Background: an optimization exercise with open tools, aiming at small area. Do not read the settings as production practice.
Only simulation tests tie the RTL to the original design; equivalence was not proved.
Power and IR drop assume default switching activity.

===== design/flow/design.v =====
`default_nettype none
package isb_pkg;
    localparam int TU_ENTRIES = 4;
    localparam int TU_IDX_W = 2;
    localparam int PS_ENTRIES = 32;
    localparam int PS_IDX_W = 5;
    localparam int SP_ENTRIES = 8;
    localparam int SP_SLOTS = 4;
    localparam int SP_IDX_W = 3;
    localparam int SLOT_W = 2;
    localparam int SA_SPACE = 32;
    localparam int STREAM_CHUNK = 16;
    localparam int CONF_MAX = 3;
    typedef logic [15:0] pc_t;
    typedef logic [15:0] paddr_t;
    typedef logic [5:0] saddr_t;
    typedef logic [1:0] conf_t;
    typedef struct packed {
        logic   valid;
        paddr_t tag;
        saddr_t sa;
        conf_t  conf;
    } ps_entry_t;
endpackage
`default_nettype wire
`default_nettype none
module isb_top (
    input  logic            clk,
    input  logic            rst_i,
    input  logic            access_v_i,
    input  isb_pkg::pc_t    access_pc_i,
    input  isb_pkg::paddr_t access_addr_i,
    output logic            prefetch_v_o,
    output isb_pkg::paddr_t prefetch_addr_o
);
    logic [3:0]  tu_valid;
    logic [15:0] tu_pc [4];
    logic [15:0] tu_last [4];
    logic        l01, l02, l03, l12, l13, l23;
    logic [3:0]  pc_match;
    logic [3:0]  victim;
    logic [3:0]  use_oh;
    logic        tu_hit;
    logic [15:0] last;
    always_comb begin
        for (int i = 0; i < 4; i++) begin
            pc_match[i] = tu_valid[i] && tu_pc[i] == access_pc_i;
        end
    end
    assign tu_hit = |pc_match;
    assign victim[0] = l01 & l02 & l03;
    assign victim[1] = ~l01 & l12 & l13;
    assign victim[2] = ~l02 & ~l12 & l23;
    assign victim[3] = ~l03 & ~l13 & ~l23;
    assign use_oh = tu_hit ? pc_match : victim;
    always_comb begin
        last = '0;
        for (int i = 0; i < 4; i++) begin
            last = last | (tu_last[i] & {16{pc_match[i]}});
        end
    end
    always_ff @(posedge clk) begin
        if (rst_i) begin
            tu_valid <= '0;
            {l01, l02, l03, l12, l13, l23} <= 6'b111111;
        end else if (access_v_i) begin
            tu_valid <= tu_valid | use_oh;
            if (use_oh[0]) begin l01 <= 1'b0; l02 <= 1'b0; l03 <= 1'b0; end
            if (use_oh[1]) begin l01 <= 1'b1; l12 <= 1'b0; l13 <= 1'b0; end
            if (use_oh[2]) begin l02 <= 1'b1; l12 <= 1'b1; l23 <= 1'b0; end
            if (use_oh[3]) begin l03 <= 1'b1; l13 <= 1'b1; l23 <= 1'b1; end
        end
    end
    always_ff @(posedge clk) begin
        for (int i = 0; i < 4; i++) begin
            if (access_v_i && use_oh[i]) begin
                tu_pc[i] <= access_pc_i;
                tu_last[i] <= access_addr_i;
            end
        end
    end
    logic [1:0]  ps_conf [32];
    logic [10:0] ps_tag [32];
    logic [4:0]  ps_sa [32];
    logic        p0_v, p1_v;
    logic [15:0] p0_a, p1_a;
    logic [4:0]  ia, ib;
    logic        sh0a, sh1a, sh0b, sh1b;
    logic        a_hit, b_hit;
    logic [4:0]  a_sa, b_sa;
    logic [1:0]  b_conf;
    assign ia = last[4:0];
    assign ib = access_addr_i[4:0];
    assign sh0a = p0_v && p0_a[4:0] == ia;
    assign sh1a = p1_v && p1_a[4:0] == ia;
    assign sh0b = p0_v && p0_a[4:0] == ib;
    assign sh1b = p1_v && p1_a[4:0] == ib;
    assign a_hit = (sh0a || sh1a)
                   ? ((sh0a && p0_a[15:5] == last[15:5]) || (sh1a && p1_a[15:5] == last[15:5]))
                   : (ps_conf[ia] != 2'd0 && ps_tag[ia] == last[15:5]);
    assign b_hit = (sh0b || sh1b)
                   ? ((sh0b && p0_a[15:5] == access_addr_i[15:5]) || (sh1b && p1_a[15:5] == access_addr_i[15:5]))
                   : (ps_conf[ib] != 2'd0 && ps_tag[ib] == access_addr_i[15:5]);
    assign a_sa = sh1a ? 5'd16 : sh0a ? 5'd0 : ps_sa[ia];
    assign b_sa = sh1b ? 5'd16 : sh0b ? 5'd0 : ps_sa[ib];
    assign b_conf = (sh0b || sh1b) ? 2'd3 : ps_conf[ib];
    logic [1:0]  ns;             
    logic        train;
    logic        do_alloc;
    logic        map_b_req;
    logic        ctr_b;
    logic        ext;
    logic [5:0]  a_succ;
    logic [5:0]  b_tgt;
    logic [1:0]  b_conf_new;
    logic        map_a;
    logic        map_b;
    logic        wr_b;
    logic [4:0]  wr_sa;
    logic [1:0]  wr_conf;
    assign train = access_v_i && tu_hit && last != access_addr_i;
    assign a_succ = {1'b0, a_sa} + 6'd1;
    always_comb begin
        do_alloc = 1'b0;
        map_b_req = 1'b0;
        ctr_b = 1'b0;
        ext = 1'b0;
        b_tgt = a_succ;
        b_conf_new = b_conf;
        if (train) begin
            case ({a_hit, b_hit})
                2'b00: begin
                    do_alloc = 1'b1;
                    map_b_req = 1'b1;
                    b_tgt = {ns == 2'd2, ns == 2'd1, 4'd1};
                end
                2'b01: begin
                    do_alloc = 1'b1;
                    if (b_conf == 2'd1) begin
                        map_b_req = 1'b1;
                        b_tgt = {ns == 2'd2, ns == 2'd1, 4'd1};
                    end else begin
                        ctr_b = 1'b1;
                        b_conf_new = b_conf - 2'd1;
                    end
                end
                2'b10: begin
                    map_b_req = 1'b1;
                    ext = 1'b1;
                end
                default: begin
                    if ({1'b0, b_sa} == a_succ) begin
                        ctr_b = 1'b1;
                        if (b_conf != 2'd3) begin
                            b_conf_new = b_conf + 2'd1;
                        end
                    end else if (b_conf == 2'd1) begin
                        map_b_req = 1'b1;
                        ext = 1'b1;
                    end else begin
                        ctr_b = 1'b1;
                        b_conf_new = b_conf - 2'd1;
                    end
                end
            endcase
        end
    end
    assign map_a = do_alloc && ns != 2'd2;
    assign map_b = map_b_req && !b_tgt[5];
    assign wr_b = map_b || ctr_b;
    assign wr_sa = map_b ? b_tgt[4:0] : b_sa;
    assign wr_conf = map_b ? 2'd3 : b_conf_new;
    always_ff @(posedge clk) begin
        if (rst_i) begin
            ns <= 2'd0;
        end else if (do_alloc && ns != 2'd2) begin
            ns <= ns + 2'd1;
        end
    end
    always_ff @(posedge clk) begin
        for (int e = 0; e < 32; e++) begin
            if (rst_i) begin
                ps_conf[e] <= 2'd0;
            end else if (wr_b && ib == e) begin
                ps_conf[e] <= wr_conf;
            end
            if (wr_b && ib == e) begin
                ps_tag[e] <= access_addr_i[15:5];
                ps_sa[e] <= wr_sa;
            end
        end
    end
    always_ff @(posedge clk) begin
        if (rst_i) begin
            p0_v <= 1'b0;
        end else if (map_a && ns == 2'd0) begin
            p0_v <= !(wr_b && ib == ia);
        end else if ((wr_b && p0_a[4:0] == ib) || (map_a && p0_a[4:0] == ia)) begin
            p0_v <= 1'b0;
        end
        if (map_a && ns == 2'd0) begin
            p0_a <= last;
        end
    end
    always_ff @(posedge clk) begin
        if (rst_i) begin
            p1_v <= 1'b0;
        end else if (map_a && ns == 2'd1) begin
            p1_v <= !(wr_b && ib == ia);
        end else if (wr_b && p1_a[4:0] == ib) begin
            p1_v <= 1'b0;
        end
        if (map_a && ns == 2'd1) begin
            p1_a <= last;
        end
    end
    logic [15:0] sp_pa [1:31];
    logic [4:0]  m0;             
    logic [3:0]  m1;             
    logic [4:0]  s;
    assign s = b_tgt[4:0];
    always_ff @(posedge clk) begin
        for (int e = 1; e < 32; e++) begin
            if (e == 16 && map_a && ns == 2'd1) begin
                sp_pa[e] <= last;
            end else if (map_b && s == e) begin
                sp_pa[e] <= access_addr_i;
            end
        end
    end
    always_ff @(posedge clk) begin
        if (map_a && ns == 2'd0) begin
            m0 <= {4'd0, map_b};
        end else if (map_b && s == m0 + 5'd1) begin
            m0 <= s;
        end
        if (map_a && ns == 2'd1) begin
            m1 <= {3'd0, map_b};
        end else if (map_b && ns == 2'd2 && s[4] && {1'b0, s[3:0]} == {1'b0, m1} + 5'd1) begin
            m1 <= s[3:0];
        end
    end
    logic [4:0]  rd;
    logic        rd_v;
    logic        fire;
    assign rd = b_sa + 5'd1;
    assign rd_v = b_sa != 5'd31
                  && ((ns != 2'd0 && rd <= m0) || (ns == 2'd2 && rd[4] && rd[3:0] <= m1));
    assign fire = access_v_i && b_hit && rd_v;
    always_ff @(posedge clk) begin
        if (rst_i) begin
            prefetch_v_o <= 1'b0;
        end else begin
            prefetch_v_o <= fire;
        end
    end
    always_ff @(posedge clk) begin
        prefetch_addr_o <= sp_pa[rd];
    end
endmodule
`default_nettype wire

===== design/flow/run.sh =====
#!/bin/bash
# synth_recipe.tcl (not shown) runs the flow's synth.tcl, then flattens the netlist and writes it again
# the make line also repeats each setting of config.mk as NAME=value (left out here)
make -C /OpenROAD-flow-scripts/flow DESIGN_CONFIG=/design/flow/config.mk WORK_HOME=/design/flow/orfs CLKGATE_MAP_FILE= SYNTH_SCRIPT=/design/flow/synth_recipe.tcl finish

===== design/flow/config.mk =====
export PLATFORM = sky130hd
export DESIGN_NAME = isb_top
export DESIGN_NICKNAME = isb_top
export VERILOG_FILES = /design/flow/design.v
export SDC_FILE = /design/flow/constraint.sdc
export NUM_CORES = 4
export LEC_CHECK = 0
export CAP_MARGIN = 20
export CORE_MARGIN = 2
export CORE_UTILIZATION = 40
export SLEW_MARGIN = 20

===== design/flow/constraint.sdc =====
create_clock -name core_clock -period 10.0 [get_ports {clk}]
set_input_delay 2.0000 -clock core_clock [delete_from_list [all_inputs] [get_ports {clk}]]
set_output_delay 2.0000 -clock core_clock [all_outputs]
set_load 0.01 [all_outputs]

==> run summary <==
Status
The flow ran to the end and the layout has no timing, DRC or antenna violations.

Layout
Across the whole layout, storage elements account for approximately 0.037 sq mm. Leaving out fill and tap cells, the most frequent cell in the layout is sky130_fd_sc_hd__edfxtp_1. Summing all multi-input logic gate instances after layout gives 0.0183 sq mm. The area growth from synthesis to final layout is 18.8%. In the layout the commonest cells are sky130_fd_sc_hd__edfxtp_1 (1170), sky130_fd_sc_hd__buf_4 (328), sky130_fd_sc_hd__a22oi_1 (283). The summed area of non-filler cells in the final layout is approximately 0.068 sq mm. At the end of the flow, the number of nets in the layout was 4712. After filler insertion, the fill cell instance count of the layout stands at roughly 12000. Cells with a size suffix above 1 make up between 15 and 20% of the layout.

Timing
Based on the critical path, the design can be clocked at up to 0.107 GHz. The setup skew after layout is roughly 70 ps. The number of slew-limit violations in the final report is 0. The setup TNS is 0 ps. Dividing the final minimum period by the clock period gives 93.2%. For the finished layout, the period the worst path requires is roughly 9300 ps. The headroom to the max-slew limit is 12.6%.

At the pin with the least slew margin, the transition time is between 1000 and 1500 ps. Setup violations remaining at the end of the flow were counted as 0. Setup repair after global routing left no endpoint under its margin. The total count of hold-check failures in the final report is 0.

Clock tree
The total clock sinks is 1272. Clock-pin slew was measured on the worst setup and hold paths at roughly 60 ps. At the later pin of the worst-skew pair, clock insertion delay measures 840 ps. In this run, post-CTS hold repair placed 0 buffers. TritonCTS built the clock tree.

The maximum count of clock buffers along a single path is 3. The tree is rooted in a sky130_fd_sc_hd__clkbuf_16. The number of buffers added for setup after CTS is 0. The post-CTS resize count is 0. Clock tree synthesis inserted a total of approximately 140 buffers. The total number of H-tree levels is 4.

Yosys
The synthesized net count is 4385. The synthesized design contains around 1200 enable-type register cells. The count of cell types in the netlist is 115. The synthesized netlist cell count is 4325. In the synthesized netlist the dominant register cell turns out to be sky130_fd_sc_hd__edfxtp_1. For this run, the number of Yosys warnings is 23. The post-synthesis cell area is roughly 0.057 sq mm.

The total of flip-flops plus latches after synthesis is around 1300. The average instance area after synthesis is about 13 sq um. The proportion of synthesized flip-flops having asynchronous set or reset is 0%. Sequential elements use ~65% of the synthesized area.

Power and ir drop
In this run the static leakage power is about 23 nW. The peak supply drop is about 0.00015 V. The cell area power density is roughly 180 mW/mm^2.

GRT
The global-route wire length before repair is 372 mm. The via count of the first global-routing pass is approximately 44000. After global routing the overflow that remains totals 0. The initial antenna violation count was 26. The overall global routing resource usage is between 30% and 40%. The largest net degree at the start of global routing is 70.

Route
The routed layout has 46900 vias. The number of DRC markers in iteration 0 is 9209. The first-pass iteration count of the detailed router is 12. Using the TritonRoute via totals, the vias-per-cell ratio works out to between 7 and 8. The mean routed wirelength per cell is just over 40 um. After detailed routing, the number of remaining DRC violations is 0. The final wirelength is about 280 mm. Once detail routing completed, the nets flagged for antenna violations numbered 0.

Floorplanning
The die area is 0.145 sq mm. The floorplan step defined a core boundary enclosing about 0.14 sq mm. In this run the count of I/O pins placed on the die edge is between 50 and 60. The total number of placement rows is 138. The starting density of the core is about two fifths. The die boundary width is 381 um.

In this run the vertical extent of the chip is 381 um.

Worst setup path
Walking the worst path, the cells encountered are clkdlybuf4s50_1, inv_2, o2111ai_1, or3_1, o32ai_1, nor2_2, inv_2, buf_12, nand2_1, buf_4, nor2_1, a32oi_1, o221ai_1, nor4_1, buf_4, mux2_2, and3_2, a31o_1, a21boi_2, o21bai_4, or2_1, or3_1, o21ai_1, buf_4. The logic depth of the worst register-to-register path is 22. The cell at the slowest stage of the critical path is sky130_fd_sc_hd__nor2_2. The launch instance of the worst register-to-register path is tu_pc[1][3]. At the worst endpoint, the arrival time is 9840 ps. The category of the critical setup timing path is input pin to flop. The critical path capture point type is a flop. The most used cell along the critical path is sky130_fd_sc_hd__buf_4. The critical path starts at access_pc_i[4]. The maximum fanout along the worst path is 29.

The worst endpoint required time is 10520 ps. In this design, the stage delay of the slowest critical-path cell is just under 800 ps. STA classifies the critical path startpoint as an input pin.

Flow run
The number of maximum-capacitance violations is 0.

Placed design
Summing all placed instances gives a cell area of between 0.06 and 0.07 sq mm. Summed over all nets, the half-perimeter wirelength after detailed placement is between 150 and 200 mm. Routability-driven placement finished with a final weighted congestion of 1.03. In this run the tool buffered the top-level ports with 51 buffer cells.

Hold path
The min-delay analysis places its worst path in the category flop to flop. The startpoint identified for the worst hold timing path is l03. The worst hold path was traced through 2 stages.
[where the power goes]
group / internal (mW) / total, mW / leakage (nW) / switching [mW]
registers: 5.89 / 5.91 / 11.4 / 0.0209
clock network: 2.97 / 5.31 / 2.28 / 2.34
logic: 0.307 / 0.989 / 9.36 / 0.682
[area by class of cell]
class,count,area share (%)
timing repair buffer,457,6.61
clock buffer,186,5.61
tap,1890,3.50
sequential,1272,55.0
clock inverter,74,1.41
antenna,13,0.0481
multi-input combinational,2655,27.1
inverter,125,0.720
[sequential cells by signal, summed over array words and instances (netlist names)]
register / count
p0_v: 1
p1_v: 1
p1_a: 16
ps_sa: 160
ps_conf: 64
tu_valid: 4
l23: 1
tu_last: 64
prefetch_addr_o: 16
l02: 1
m1: 4
l12: 1
ps_tag: 352
prefetch_v_o: 1
m0: 5
l01: 1
sp_pa: 496
p0_a: 16
tu_pc: 64
l03: 1
l13: 1
ns: 2
[cells by family after synthesis]
| family | share of synthesized area, % |
|---|---|
| xor+xnor | 2.47 |
| mux | 2.43 |
| simple gates | 10.6 |
| fa+ha+maj | 0.550 |
| compound gates | 15.6 |
| flops | 65.4 |
| buf+inv | 3.00 |
[synth_stat cells, types with 14 or more instances]
cell type,number,area (sq um)
sky130_fd_sc_hd__edfxtp_1,1170,35100
sky130_fd_sc_hd__a22oi_1,283,2120
sky130_fd_sc_hd__nand2_1,268,1010
sky130_fd_sc_hd__nor2_1,260,976
sky130_fd_sc_hd__nand3_1,189,946
sky130_fd_sc_hd__clkbuf_1,169,634
sky130_fd_sc_hd__a21oi_1,140,701
sky130_fd_sc_hd__nand4_1,130,813
sky130_fd_sc_hd__a221oi_1,124,1090
sky130_fd_sc_hd__a22o_1,118,1030
sky130_fd_sc_hd__inv_1,117,439
sky130_fd_sc_hd__mux2i_1,113,1130
sky130_fd_sc_hd__nor3_1,113,566
sky130_fd_sc_hd__dfxtp_1,102,2040
sky130_fd_sc_hd__xnor2_1,80,701
sky130_fd_sc_hd__xor2_1,75,657
sky130_fd_sc_hd__buf_2,64,320
sky130_fd_sc_hd__and3_1,59,369
sky130_fd_sc_hd__o21ai_0,59,295
sky130_fd_sc_hd__nor4_1,55,344
sky130_fd_sc_hd__a311oi_1,47,412
sky130_fd_sc_hd__a32oi_1,29,254
sky130_fd_sc_hd__o22ai_1,26,163
sky130_fd_sc_hd__a31oi_1,25,156
sky130_fd_sc_hd__ha_1,25,313
sky130_fd_sc_hd__a222oi_1,24,240
sky130_fd_sc_hd__buf_1,22,82.6
sky130_fd_sc_hd__a2111oi_0,21,184
sky130_fd_sc_hd__a32o_1,21,210
sky130_fd_sc_hd__o32ai_1,20,175
sky130_fd_sc_hd__mux2_2,19,214
sky130_fd_sc_hd__o2111ai_1,17,149
sky130_fd_sc_hd__or3_1,15,93.8
sky130_fd_sc_hd__o32a_1,14,140
[final timing paths]
path / end / slack, ps
setup / recovery: sp_pa[16][15] / 680
hold / removal: l03 / 460
setup reg to reg: ps_tag[31][2] / 2290
hold reg to reg: l03 / 460
[critical path, delay by kind of cell]
kind	cells	cell delay, ps
buf+inv	7	1910
compound gates	8	2120
mux	1	350
simple gates	8	3400
[per-stage QoR]
step           instances  total power, mW  hold slack, ps  util [%]  setup WS (ps)
6_report            6672             12.2             464      47.8            679
5_1_grt             6661             12.5             492      47.8            607
4_1_cts             6659             12.2             467      47.7            995
3_5_place_dp        6399             6.98             458      44.4            124
3_3_place_gp        6399             6.98             449      44.4            175
2_1_floorplan       4325             6.46             434         -           1680
[layer usage]
layer  global-route usage (%)  wire length (um)
met1                     49.1            104000
met2                     52.2            114000
met3                     13.5             39500
met4                     22.3             19900
met5                        0               126

[what the ideal ports hide]
How much do the figures lean on ideal ports? The routed layout below was timed once more, with nothing changed but the port constraints.
Step 1 (the two cells are an assumption about what drives the block):
set clk [get_ports {clk}]
set_driving_cell -lib_cell sky130_fd_sc_hd__clkbuf_16 $clk
set_driving_cell -lib_cell sky130_fd_sc_hd__buf_2 [delete_from_list [all_inputs] $clk]
Step 2, shift: input delay + t, output delay - t, t = (earliest + latest rising clock arrival at the registers) / 2. This alone moves slack from input paths to output paths.
Slacks: ideal / step 1 / step 2; pairs: ideal / step 1.
t (ns): 0.897
setup WS [ns]: 0.679 / 0.737 / -0.161
latest minus earliest clock arrival (ns): 0.070 / 0.071
worst register clock-pin slew, ns: 0.07 / 0.07
With both steps, setup timing fails in this run, where it was met with ideal ports. The setup slack of this run moves by +0.058 ns with the drivers and by -0.840 ns with both steps.
